This is an optimization exercise on Yosys and OpenROAD, whose aim is small area and a short achievable clock period, not a production implementation.
At most, simulation tests tie the RTL to the original design; equivalence was not proved.
For run 2, only the layout was checked, not whether the RTL still works.
Power figures rest on the tool's default switching activity, not on a simulated workload.

==> flow/design.v <==
module dmem_responder #(
   parameter int ADDR_W      = 7,
   parameter int WAIT_CYCLES = 2
) (
   input  logic        clk,
   input  logic        resetn,
   input  logic        req_valid,
   output logic        req_ready,
   input  logic        req_write,
   input  logic [15:0] req_addr,
   input  logic [15:0] req_wdata,
   output logic        rsp_valid,
   input  logic        rsp_ready,
   output logic [15:0] rsp_rdata,
   output logic        rsp_err
);
   localparam int DEPTH = 1 << ADDR_W;
   typedef enum logic [1:0] {IDLE, WAIT, RESP} state_t;
   state_t      state_q;
   logic [3:0]  cnt_q;
   logic        wr_q;
   logic [15:0] addr_q;
   logic [15:0] wdata_q;
   logic        req_ready_q;
   logic        rsp_valid_q;
   logic        rsp_err_q;
   logic [15:0] rsp_rdata_q;
   logic [15:0] mem_q [DEPTH];
   logic              accept;
   logic              enter_resp;
   logic              cur_write;
   logic [15:0]       cur_addr;
   logic [15:0]       cur_wdata;
   logic              in_range;
   logic [ADDR_W-1:0] idx;
   logic              rsp_err_d;
   logic [15:0]       rsp_rdata_d;
   always_comb begin
      cur_write  = wr_q;
      cur_addr   = addr_q;
      cur_wdata  = wdata_q;
      accept     = (state_q == IDLE) && req_ready_q && req_valid;
      enter_resp = (state_q == WAIT) && (cnt_q == 4'd0);
      if (state_q == IDLE) begin
         cur_write = req_write;
         cur_addr  = req_addr;
         cur_wdata = req_wdata;
         if (WAIT_CYCLES == 0)
            enter_resp = accept;
      end
      in_range    = (cur_addr >> ADDR_W) == 16'd0;
      idx         = cur_addr[ADDR_W-1:0];
      rsp_err_d   = !in_range;
      rsp_rdata_d = (in_range && !cur_write) ? mem_q[idx] : 16'd0;
   end
   always_ff @(posedge clk) begin
      if (!resetn) begin
         state_q     <= IDLE;
         cnt_q       <= 4'd0;
         wr_q        <= 1'b0;
         addr_q      <= 16'd0;
         wdata_q     <= 16'd0;
         req_ready_q <= 1'b0;
         rsp_valid_q <= 1'b0;
         rsp_err_q   <= 1'b0;
         rsp_rdata_q <= 16'd0;
      end else begin
         if (enter_resp) begin
            rsp_valid_q <= 1'b1;
            rsp_err_q   <= rsp_err_d;
            rsp_rdata_q <= rsp_rdata_d;
         end
         case (state_q)
            IDLE: begin
               if (accept) begin
                  wr_q        <= req_write;
                  addr_q      <= req_addr;
                  wdata_q     <= req_wdata;
                  req_ready_q <= 1'b0;
                  if (WAIT_CYCLES == 0) begin
                     state_q <= RESP;
                  end else begin
                     state_q <= WAIT;
                     cnt_q   <= 4'(WAIT_CYCLES - 1);
                  end
               end else begin
                  req_ready_q <= 1'b1;
               end
            end
            WAIT: begin
               if (cnt_q == 4'd0) state_q <= RESP;
               else               cnt_q   <= cnt_q - 4'd1;
            end
            RESP: begin
               if (rsp_ready) begin
                  state_q     <= IDLE;
                  rsp_valid_q <= 1'b0;
                  rsp_err_q   <= 1'b0;
                  rsp_rdata_q <= 16'd0;
               end
            end
            default: state_q <= IDLE;
         endcase
      end
   end
   always_ff @(posedge clk) begin
      if (resetn && enter_resp && cur_write && in_range)
         mem_q[idx] <= cur_wdata;
   end
   assign req_ready = req_ready_q;
   assign rsp_valid = rsp_valid_q;
   assign rsp_err   = rsp_err_q;
   assign rsp_rdata = rsp_rdata_q;
endmodule
==> flow/run.sh <==
#!/bin/bash
# synth_recipe.tcl (not shown) runs the flow's synth.tcl, then flattens the netlist and writes it again
# the make line also repeats each setting of config.mk as NAME=value (left out here)
make -C /OpenROAD-flow-scripts/flow DESIGN_CONFIG=/design/flow/config.mk WORK_HOME=/design/flow/orfs CLKGATE_MAP_FILE= SYNTH_SCRIPT=/design/flow/synth_recipe.tcl finish
==> flow/config.mk <==
export PLATFORM = sky130hd
export DESIGN_NAME = dmem_responder
export DESIGN_NICKNAME = dmem_responder
export VERILOG_FILES = /design/flow/design.v
export SDC_FILE = /design/flow/constraint.sdc
export NUM_CORES = 4
export LEC_CHECK = 0
export CAP_MARGIN = 20
export CORE_MARGIN = 2
export CORE_UTILIZATION = 40
export SLEW_MARGIN = 20
==> flow/constraint.sdc <==
create_clock -name core_clock -period 5.0 [get_ports {clk}]
set_input_delay 1.0000 -clock core_clock [delete_from_list [all_inputs] [get_ports {clk}]]
set_output_delay 1.0000 -clock core_clock [all_outputs]
set_load 0.01 [all_outputs]
==> flow_metrics.py, run 1 <==
metrics = {
    "run_status": {
        "status": "complete, no violations",
    },
    "placed_design": {
        "place.gp.congestion": 0.892,
        "port_buffers": 55,
        "dp.cells": 8249,
        "post-place-ws_ns": 0.0316,
        "place_area_um2": 88100,
        "hpwl_mm": 153,
    },
    "sta": {
        "rsz0062_at_grt": "no",
        "maxSlewHeadroom": 0.229,
        "finClkSkew_ns": 0.0511,
        "finalSetupViolCount": 0,
        "fin_crit_sh": 0.873,
        "clock.fmax_mhz": 229,
        "final_max_slew_viol_count": 0,
        "fin_crit_ns": 4.37,
        "fin_ws_ns": 0.634,
        "hold_viol": 0,
        "fin_hold_ws_ns": 0.463,
        "worst_slew_pin_slew_ns": 1.16,
    },
    "pwr": {
        "irDropWorstVdd_mv": 0.283,
        "leakage_nw": 30.5,
        "p_per_area_nw_per_um2": 414,
    },
    "final_layout": {
        "area_delta_synth_final_pct": 16.6,
        "stdcell_area_um2": 95000,
        "multi_input_area_um2": 17100,
        "register_area_um2": 62700,
        "fin_util": 0.469,
        "layout.cells.non_filler": 8644,
        "final_nets": 5826,
        "n_fill_cell": 17352,
        "drive_above_1_share": 0.135,
    },
    "synth": {
        "synth.most_common_cell": "edfxtp_1",
        "syn_nets": 5533,
        "syn_avg_cell_area_um2": 14.8,
        "yosys_warnings": 1,
        "synth_common_cells": "2,048 x edfxtp_1, 577 x nand2_1, 332 x nand3_1",
        "syn-cell-area_um2": 81400,
        "ys_types": 80,
        "synth-seq-area-share": 0.770,
        "synth_top_flop_cell": "edfxtp_1",
        "synth_seq_cells": 2106,
        "yosysTopAreaCellShare": 0.755,
        "synth_edf_count": 2048,
        "yosysTopAreaCell": "edfxtp_1",
        "synth_cells": 5494,
        "synth.area.top_cells": "edfxtp_1 76%, nand2_1 2.7%, o22ai_1 2.5%",
        "synthArstFlopShare": 0,
    },
    "floorplan": {
        "core_um2": 202000,
        "die_height_um": 455,
        "io_pins": 56,
        "dieWidth_um": 455,
        "dieArea_um2": 207000,
        "initial_core_util": 0.402,
        "rows": 165,
    },
    "clock_network": {
        "cts_max_level": 4,
        "path_clk_slew_ns": 0.07,
        "clock_sink_count": 2106,
        "cts_resized": 0,
        "cts_inserted_buffers": 208,
        "tritoncts": "yes",
        "clock_path_buffers": 3,
        "insertion_delay_ns": 0.86,
        "post_cts_buffers": 0,
        "cts-hold-fix-buffers": 0,
        "root_buffer": "clkbuf_16",
    },
    "critical_path": {
        "arrival_ns": 5.16,
        "timing.critical_path.buf_inv": 5,
        "slowest_delay_ns": 0.90,
        "path_delay_family": "compound AO/OA/AOI/OAI gates",
        "crit_top_cell": "buf_4",
        "crit_path_cell_trace": "buf_4 -> o21a_4 -> nor2_4 -> buf_4 -> buf_12 -> buf_4 -> nand2_1 -> a22oi_1 -> a21oi_1 -> o41ai_1 -> buf_4 -> o2111ai_1 -> o21ai_0",
        "startpoint_type": "flip-flop",
        "path_max_fanout": 41,
        "cp_slowest_cell": "o41ai_1",
        "crit_required_ns": 5.79,
        "criticalPathCategory": "flip-flop to flip-flop",
        "cp-end-kind": "flip-flop",
    },
    "detailed_routing": {
        "postRouteAntennaNets": 0,
        "drtIter0Drc": 7403,
        "dr.pass1.iters": 8,
        "via_count": 52903,
        "via_per_inst": 6.12,
        "wirelength_mm": 253,
        "wl_per_cell_um": 29.3,
        "drc": 0,
    },
    "hold_path": {
        "hold_class": "flip-flop to flip-flop",
    },
    "grt": {
        "grt-ovfl-total": 0,
        "grt_start_max_net_pins": 129,
        "antenna_found_initial": 14,
        "grt_pass1_vias": 49908,
        "grt_pass1_wl_mm": 362,
        "grt_usage": 0.240,
    },
    "job": {
        "max_cap_violations": 0,
    },
}
==> kinds of logic after synthesis <==
| group | Yosys count | share of synthesized area |
|---|---|---|
| flops | 2106 | 0.770 |
| mux | 19 | 0.00235 |
| simple gates | 1391 | 0.0747 |
| xor+xnor | 2 | 0.000215 |
| buf+inv | 475 | 0.0249 |
| compound gates | 1499 | 0.128 |
| fa+ha+maj | 2 | 0.000307 |
==> registers in the layout, indices dropped and copies added (netlist names) <==
| name | cells |
|---|---|
| mem_q | 2048 |
| rsp_rdata_q | 16 |
| wdata_q | 16 |
| rsp_valid_q | 1 |
| wr_q | 1 |
| addr_q | 16 |
| cnt_q | 4 |
| state_q | 2 |
| req_ready_q | 1 |
| rsp_err_q | 1 |
==> worst paths after layout <==
check,slack (ns),cells past startpoint,from,to
worst min-delay path,0.46,2,rsp_err_q,rsp_err_q
worst max-delay path,0.63,13,state_q[1],rsp_rdata_q[7]
worst min register to register,0.46,2,rsp_err_q,rsp_err_q
worst max register to register,0.63,13,state_q[1],rsp_rdata_q[7]
==> stage by stage <==
stage	power, mW	setup TNS [ns]
floorplan	22.1	0
global placement	23.9	-0.746
detailed placement	23.9	0
CTS	39.4	0
global route	40.3	0
finish	39.3	0
==> power by group <==
part	switching, mW	internal, mW
combinational	2.82	1.08
sequential	0.0259	19.7
clock	6.74	9.00
total	9.58	29.8
==> worst reg2reg max path, stage by stage (launching register included) <==
cell and delay [ns]:
dfxtp_1 0.44, buf_4 0.28, o21a_4 0.40, nor2_4 0.53
buf_4 0.29, buf_12 0.24, buf_4 0.23, nand2_1 0.07
a22oi_1 0.17, a21oi_1 0.13, o41ai_1 0.90, buf_4 0.26
o2111ai_1 0.17, o21ai_0 0.20
==> placed cells by master (no fill, tap or decap), types with 29 or more instances in the layout <==
master	count
clkbuf_16	211
a22oi_1	48
nand2_1	560
inv_1	70
a32oi_1	36
a31oi_1	67
buf_12	73
o22a_1	91
nor3_1	50
clkinv_2	39
buf_4	358
nor2_1	293
o221ai_1	69
a21boi_0	34
clkdlybuf4s50_1	55
a211oi_1	51
a221oi_1	29
clkbuf_1	51
and3_1	41
a2111oi_0	34
a21oi_1	206
clkinv_1	38
nand3_1	332
o211ai_1	68
o22ai_1	325
o2111ai_1	95
dfxtp_1	57
edfxtp_1	2048
o21ai_0	189
==> layout make-up <==
| cell class | instances | share of cell area |
|---|---|---|
| multi-input cells | 2913 | 0.180 |
| clock buffers | 271 | 0.0589 |
| clock inverters | 119 | 0.0135 |
| repair buffers | 488 | 0.0498 |
| well taps | 2672 | 0.0352 |
| flip-flops and latches | 2106 | 0.660 |
| inverters | 70 | 0.00277 |
| diodes | 5 | 0.000132 |
==> routing by layer <==
layer	routed length [um]	global-route usage	up-vias
met1	102000	0.339	27013
li1	-	-	22425
met2	115000	0.370	2991
met3	26800	0.0512	458
met5	113	0	-
met4	8600	0.0796	16
==> inputs of run 2 (changes only) <==
==> flow/design.v (replaced) <==
module dmem_responder #(
   parameter int ADDR_W      = 7,
   parameter int WAIT_CYCLES = 2
) (
   input  logic        clk,
   input  logic        resetn,
   input  logic        req_valid,
   output logic        req_ready,
   input  logic        req_write,
   input  logic [15:0] req_addr,
   input  logic [15:0] req_wdata,
   output logic        rsp_valid,
   input  logic        rsp_ready,
   output logic [15:0] rsp_rdata,
   output logic        rsp_err
);
   localparam int DEPTH = 1 << ADDR_W;
   logic        req_ready_q;
   logic        w1_q;           
   logic        w2_q;           
   logic        cm_q;           
   logic        rsp_valid_q;
   logic        rsp_err_q;
   logic [15:0] rsp_rdata_q;
   logic [ADDR_W-1:0] idx_q;
   logic              wr_q;
   logic              inr_q;
   logic [15:0]       wdata_q;
   logic [15:0]       rd_q;
   logic [15:0] mem_q [DEPTH];
   logic accept;
   logic hold;
   logic [DEPTH-1:0] ws;
   logic [15:0] rd;
   assign accept = req_ready_q & req_valid;
   assign hold   = rsp_valid_q & ~rsp_ready;
   always_ff @(posedge clk) begin
      if (req_ready_q) begin
         idx_q   <= req_addr[ADDR_W-1:0];
         wr_q    <= req_write;
         inr_q   <= (req_addr >> ADDR_W) == 16'd0;
         wdata_q <= req_wdata;
      end
   end
   always_ff @(posedge clk) begin
      if (!resetn) begin
         req_ready_q <= 1'b0;
         w1_q        <= 1'b0;
         w2_q        <= 1'b0;
         cm_q        <= 1'b0;
         rsp_valid_q <= 1'b0;
         rsp_err_q   <= 1'b0;
         rsp_rdata_q <= 16'd0;
      end else begin
         req_ready_q <= ~(w1_q | w2_q | rsp_valid_q) & ~accept;
         w1_q        <= accept;
         w2_q        <= w1_q;
         cm_q        <= w1_q & wr_q & inr_q;
         rsp_valid_q <= w2_q | hold;
         rsp_err_q   <= (w2_q & ~inr_q) | (hold & rsp_err_q);
         rsp_rdata_q <= ({16{w2_q & inr_q & ~wr_q}} & rd_q) | ({16{hold}} & rsp_rdata_q);
      end
   end
   always_comb begin
      for (int i = 0; i < DEPTH; i++)
         ws[i] = (idx_q == ADDR_W'(i));
   end
   for (genvar b = 0; b < 16; b++) begin : g_rd
      logic [DEPTH-1:0] col;
      for (genvar i = 0; i < DEPTH; i++) begin : g_col
         assign col[i] = mem_q[i][b];
      end
      dmem_sel128 u_sel (.sel(ws), .d(col), .y(rd[b]));
   end
   always_ff @(posedge clk) rd_q <= rd;
   always_ff @(posedge clk) begin
      for (int i = 0; i < DEPTH; i++)
         if (resetn && cm_q && ws[i])
            mem_q[i] <= wdata_q;
   end
   assign req_ready = req_ready_q;
   assign rsp_valid = rsp_valid_q;
   assign rsp_err   = rsp_err_q;
   assign rsp_rdata = rsp_rdata_q;
endmodule
module dmem_sel128 (
   input  logic [127:0] sel,
   input  logic [127:0] d,
   output logic         y
);
   logic [42:0] l1;
   logic [10:0] l2;
   logic [2:0]  l3;
   for (genvar k = 0; k < 42; k++) begin : g_l1
      dmem_aoi222 u (.a(sel[3*k +: 3]), .b(d[3*k +: 3]), .y(l1[k]));
   end
   dmem_aoi22 u_l1last (.a(sel[127:126]), .b(d[127:126]), .y(l1[42]));
   for (genvar k = 0; k < 10; k++) begin : g_l2
      dmem_nand4 u (.a(l1[4*k +: 4]), .y(l2[k]));
   end
   dmem_nand3 u_l2last (.a(l1[42:40]), .y(l2[10]));
   dmem_nor4 u_l3a (.a(l2[3:0]), .y(l3[0]));
   dmem_nor4 u_l3b (.a(l2[7:4]), .y(l3[1]));
   dmem_nor3 u_l3c (.a(l2[10:8]), .y(l3[2]));
   dmem_nand3 u_l4 (.a(l3), .y(y));
endmodule
module dmem_aoi222 (input logic [2:0] a, input logic [2:0] b, output logic y);
   assign y = ~|(a & b);
endmodule
module dmem_aoi22 (input logic [1:0] a, input logic [1:0] b, output logic y);
   assign y = ~|(a & b);
endmodule
module dmem_nand4 (input logic [3:0] a, output logic y);
   assign y = ~&a;
endmodule
module dmem_nand3 (input logic [2:0] a, output logic y);
   assign y = ~&a;
endmodule
module dmem_nor4 (input logic [3:0] a, output logic y);
   assign y = ~|a;
endmodule
module dmem_nor3 (input logic [2:0] a, output logic y);
   assign y = ~|a;
endmodule
--- a/flow/config.mk
+++ b/flow/config.mk
@@ -6,6 +6,9 @@
 export NUM_CORES = 4
 export LEC_CHECK = 0
+export ABC_CLOCK_PERIOD_IN_PS = 2500
 export CAP_MARGIN = 20
 export CORE_MARGIN = 2
-export CORE_UTILIZATION = 40
+export CORE_UTILIZATION = 55
+export SETUP_SLACK_MARGIN = 2.5
 export SLEW_MARGIN = 20
+export SYNTH_HIERARCHICAL = 1
==> run 2 against run 1 <==
  * Still clean on timing, DRC and antenna
  * Fmax is 28% higher
  * Wire length down 16%
  * Cell count is 30% lower
  * Setup slack improved by 0.95 ns
  * Sequential cell count up 5
  * Area after synthesis shrank 9.2%
  * Non-clock buffer count rose by 52
  * Clock skew is 0.016 ns lower
  * Utilization increased by 21 points
  * Count of clock-buffer cells in the layout shrank 23
  * Critical path depth down 3
  * Sequential power is essentially flat
==> flow_metrics.py, run 2 <==
metrics = {
    "run_status": {
        "status": "complete, no violations",
    },
    "placed_design": {
        "place.gp.congestion": 0.893,
        "hpwl_mm": 125,
        "port_buffers": 55,
    },
    "hold_path": {
        "holdCritStartpoint": "rd_q[12]",
        "min_path_cells": 2,
        "min_to": "rsp_rdata_q[12]",
        "hold_class": "flip-flop to flip-flop",
    },
    "clock_network": {
        "cts_inserted_buffers": 203,
        "path_clk_slew_ns": 0.06,
        "clock_sink_count": 2111,
        "tritoncts": "yes",
        "root_buffer": "clkbuf_16",
        "cts-hold-fix-buffers": 0,
        "cts_max_level": 4,
        "insertion_delay_ns": 0.85,
        "clock_path_buffers": 3,
    },
    "pwr": {
        "leakage_nw": 29.1,
        "p_per_area_nw_per_um2": 394,
        "irDropWorstVdd_mv": 0.368,
    },
    "sta": {
        "fin_crit_ns": 3.42,
        "finClkSkew_ns": 0.0353,
        "finalSetupTns_ns": 0,
        "hold_viol": 0,
        "worst_slew_pin_slew_ns": 1.19,
        "rsz0062_at_grt": "yes",
        "final_max_slew_viol_count": 0,
        "fin_crit_sh": 0.684,
        "finalSetupViolCount": 0,
        "fin_hold_ws_ns": 0.511,
        "clock.fmax_mhz": 292,
        "maxSlewHeadroom": 0.207,
    },
    "detailed_routing": {
        "dr.max_layer_used": "met4",
        "via_count": 42781,
        "drc": 0,
        "wl_per_cell_um": 35.1,
        "drtIter0Drc": 8895,
        "dr_wl_met3_mm": 25.8,
        "via_per_inst": 7.04,
        "postRouteAntennaNets": 0,
        "dr.pass1.iters": 8,
        "wirelength_mm": 213,
        "met2WireLength_mm": 99.6,
        "drt-met1-wl_mm": 79.9,
    },
    "final_layout": {
        "fin_util": 0.675,
        "largest_reg_flops": 2048,
        "area_delta_synth_final_pct": 21.9,
        "drive_above_1_share": 0.249,
        "mostFrequentLayoutCell": "edfxtp_1",
        "final_nets": 4170,
        "n_fill_cell": 8510,
        "final_cell_mix": "2,073 x edfxtp_1, 672 x a222oi_1, 288 x buf_4",
        "register_area_um2": 63000,
        "largest-register": "mem_q",
        "multi_input_area_um2": 12600,
    },
    "critical_path": {
        "crit_top_cell": "buf_6",
        "path_delay_family": "simple AND/OR/NAND/NOR gates",
        "r2r_setup_slack_ns": 1.58,
        "cp-end-kind": "flip-flop",
        "r2r_cells": 10,
        "cp_slowest_cell": "a222oi_1",
        "worstReg2RegEnd": "rd_q[15]",
        "reg2reg_from": "idx_q[1]",
        "timing.critical_path.buf_inv": 4,
        "slowest_delay_ns": 0.63,
        "criticalPathCategory": "flip-flop to flip-flop",
        "arrival_ns": 4.09,
        "path_max_fanout": 8,
        "crit_required_ns": 5.67,
        "crit_path_cell_trace": "buf_6 -> buf_6 -> or4b_4 -> buf_12 -> nor2_4 -> buf_6 -> a222oi_1 -> nand4_1 -> nor4_4 -> nand3_1",
        "startpoint_type": "flip-flop",
    },
    "grt": {
        "grt-ovfl-total": 0,
        "grt_pass1_wl_mm": 296,
        "antenna_found_initial": 4,
        "grt_usage": 0.307,
        "grt_start_max_net_pins": 129,
        "grt_pass1_vias": 40731,
    },
    "floorplan": {
        "core_um2": 133000,
        "dieArea_um2": 137000,
        "io_pins": 56,
        "die_height_um": 371,
        "rows": 134,
        "dieWidth_um": 371,
        "initial_core_util": 0.554,
    },
    "job": {
        "max_cap_violations": 0,
    },
    "synth": {
        "synth_edf_count": 2073,
        "ys_types": 34,
        "syn-cell-area_um2": 73900,
        "yosysTopAreaCellShare": 0.842,
        "synthArstFlopShare": 0,
        "synth_cells": 3468,
        "synth_top_flop_cell": "edfxtp_1",
        "synth_seq_cells": 2111,
        "syn_avg_cell_area_um2": 21.3,
        "synth_common_cells": "2,073 x edfxtp_1, 672 x a222oi_1, 161 x nand4_1",
        "synth-seq-area-share": 0.853,
        "syn_nets": 3505,
        "yosysTopAreaCell": "edfxtp_1",
        "yosys_warnings": 8,
        "synth.area.top_cells": "edfxtp_1 84%, a222oi_1 9.1%, nand4_1 1.4%",
        "synth.most_common_cell": "edfxtp_1",
    },
}
[run 2: worst max-delay path by stage]
stage | startpoint | endpoint | cells past startpoint
2_1_floorplan | resetn | mem_q[108][0] | 3
3_3_place_gp | idx_q[0] | rd_q[3] | 6
3_5_place_dp | idx_q[1] | rd_q[3] | 6
4_1_cts | idx_q[4] | rd_q[12] | 9
5_1_grt | idx_q[2] | rd_q[12] | 10
6_report | idx_q[1] | rd_q[15] | 10
[run 2: through the flow]
| stage | cells | power, mW | instance area (um^2) | worst slack [ns] |
|---|---|---|---|---|
| 2_1_floorplan | 3468 | 20.4 | 75200 | 2.20 |
| 3_3_place_gp | 5387 | 21.1 | 79100 | 0.611 |
| 3_5_place_dp | 5389 | 21.1 | 79200 | 0.487 |
| 4_1_cts | 5990 | 35.6 | 89000 | 1.71 |
| 5_1_grt | 6073 | 36.4 | 90100 | 1.65 |
| 6_report | 6075 | 35.5 | 90100 | 1.58 |
[run 2: cell type report]
class / instances / share of cell area
clock inverter: 129 / 0.0118
antenna: 2 / 0.0000555
clock buffer: 248 / 0.0586
sequential: 2111 / 0.699
multi-input combinational: 1277 / 0.139
timing repair buffer: 540 / 0.0662
tap: 1768 / 0.0245
[run 2: modules after synthesis, one instance, submodules excluded, excerpt]
module          cells inside  area [um^2]  flops+latches
dmem_nor3                  1         10.0              0
dmem_aoi22                 1         12.5              0
dmem_nand3                 1         5.00              0
dmem_responder          2540        65300           2111
dmem_nand4                 1         6.26              0
dmem_nor4                  1         12.5              0
dmem_aoi222                1         10.0              0
[run 2: cell families (layout without fill, tap and decap cells)]
kind of cell,count (synthesis),count (layout),share of synthesized area
compound gates,707,707,0.0956
buf+inv,82,917,0.00504
flops,2111,2111,0.853
other cells,0,2,0
simple gates,568,570,0.0468
[run 2: tightest hold or removal path: stages (launching register included)]
cell	delay (ns)
dfxtp_1	0.30
nand4b_1	0.09
a21boi_0	0.08
[run 2: report_power, final]
group	total [mW]	switching, mW	internal (mW)
logic	1.26	0.944	0.318
registers	19.6	0.0844	19.6
clock network	14.6	6.41	8.18
total	35.5	7.44	28.1
[run 2: timing repair]
action,in CTS,in global routing
pin swaps,195,120
buffers inserted,220,77
gates resized for setup,209,78
cloned,4,6
endpoints found under the setup margin,2057,317
[run 2: metal layers]
metal / vias to the layer above / GRT usage
li1: 17498 / -
met1: 21932 / 0.439
met3: 377 / 0.0677
met5: - / 0
met4: 0 / 0.104
met2: 2974 / 0.474

## static timing again, ports no longer ideal
Ports are ideal in the flow. The routed layouts listed here were re-timed in OpenROAD.
Step 1, drivers: a clkbuf_16 drives clk and a buf_2 each remaining input, both assumed.
Step 2 also shifts input and output timing later by t, the mid clock arrival at the registers, as if the neighbouring blocks saw the same clock.
a / b / c = ideal ports / drivers / drivers and shift; a / b = the first two.
run | shift t [ns] | setup slack, ns | worst slew at a driven data input, ns | cell pins on the clock port's net
run 1 | 0.934 | 0.634 / 0.634 / -0.004 | 0.07 | 1
run 2 | 0.907 | 1.580 / 1.580 / 1.580 | 0.18 | 1
With both steps, setup timing fails in run 1, where it was met with ideal ports. The setup slack of run 1, which loses most, moves by 0.000 ns with the drivers and by -0.638 ns with both steps.
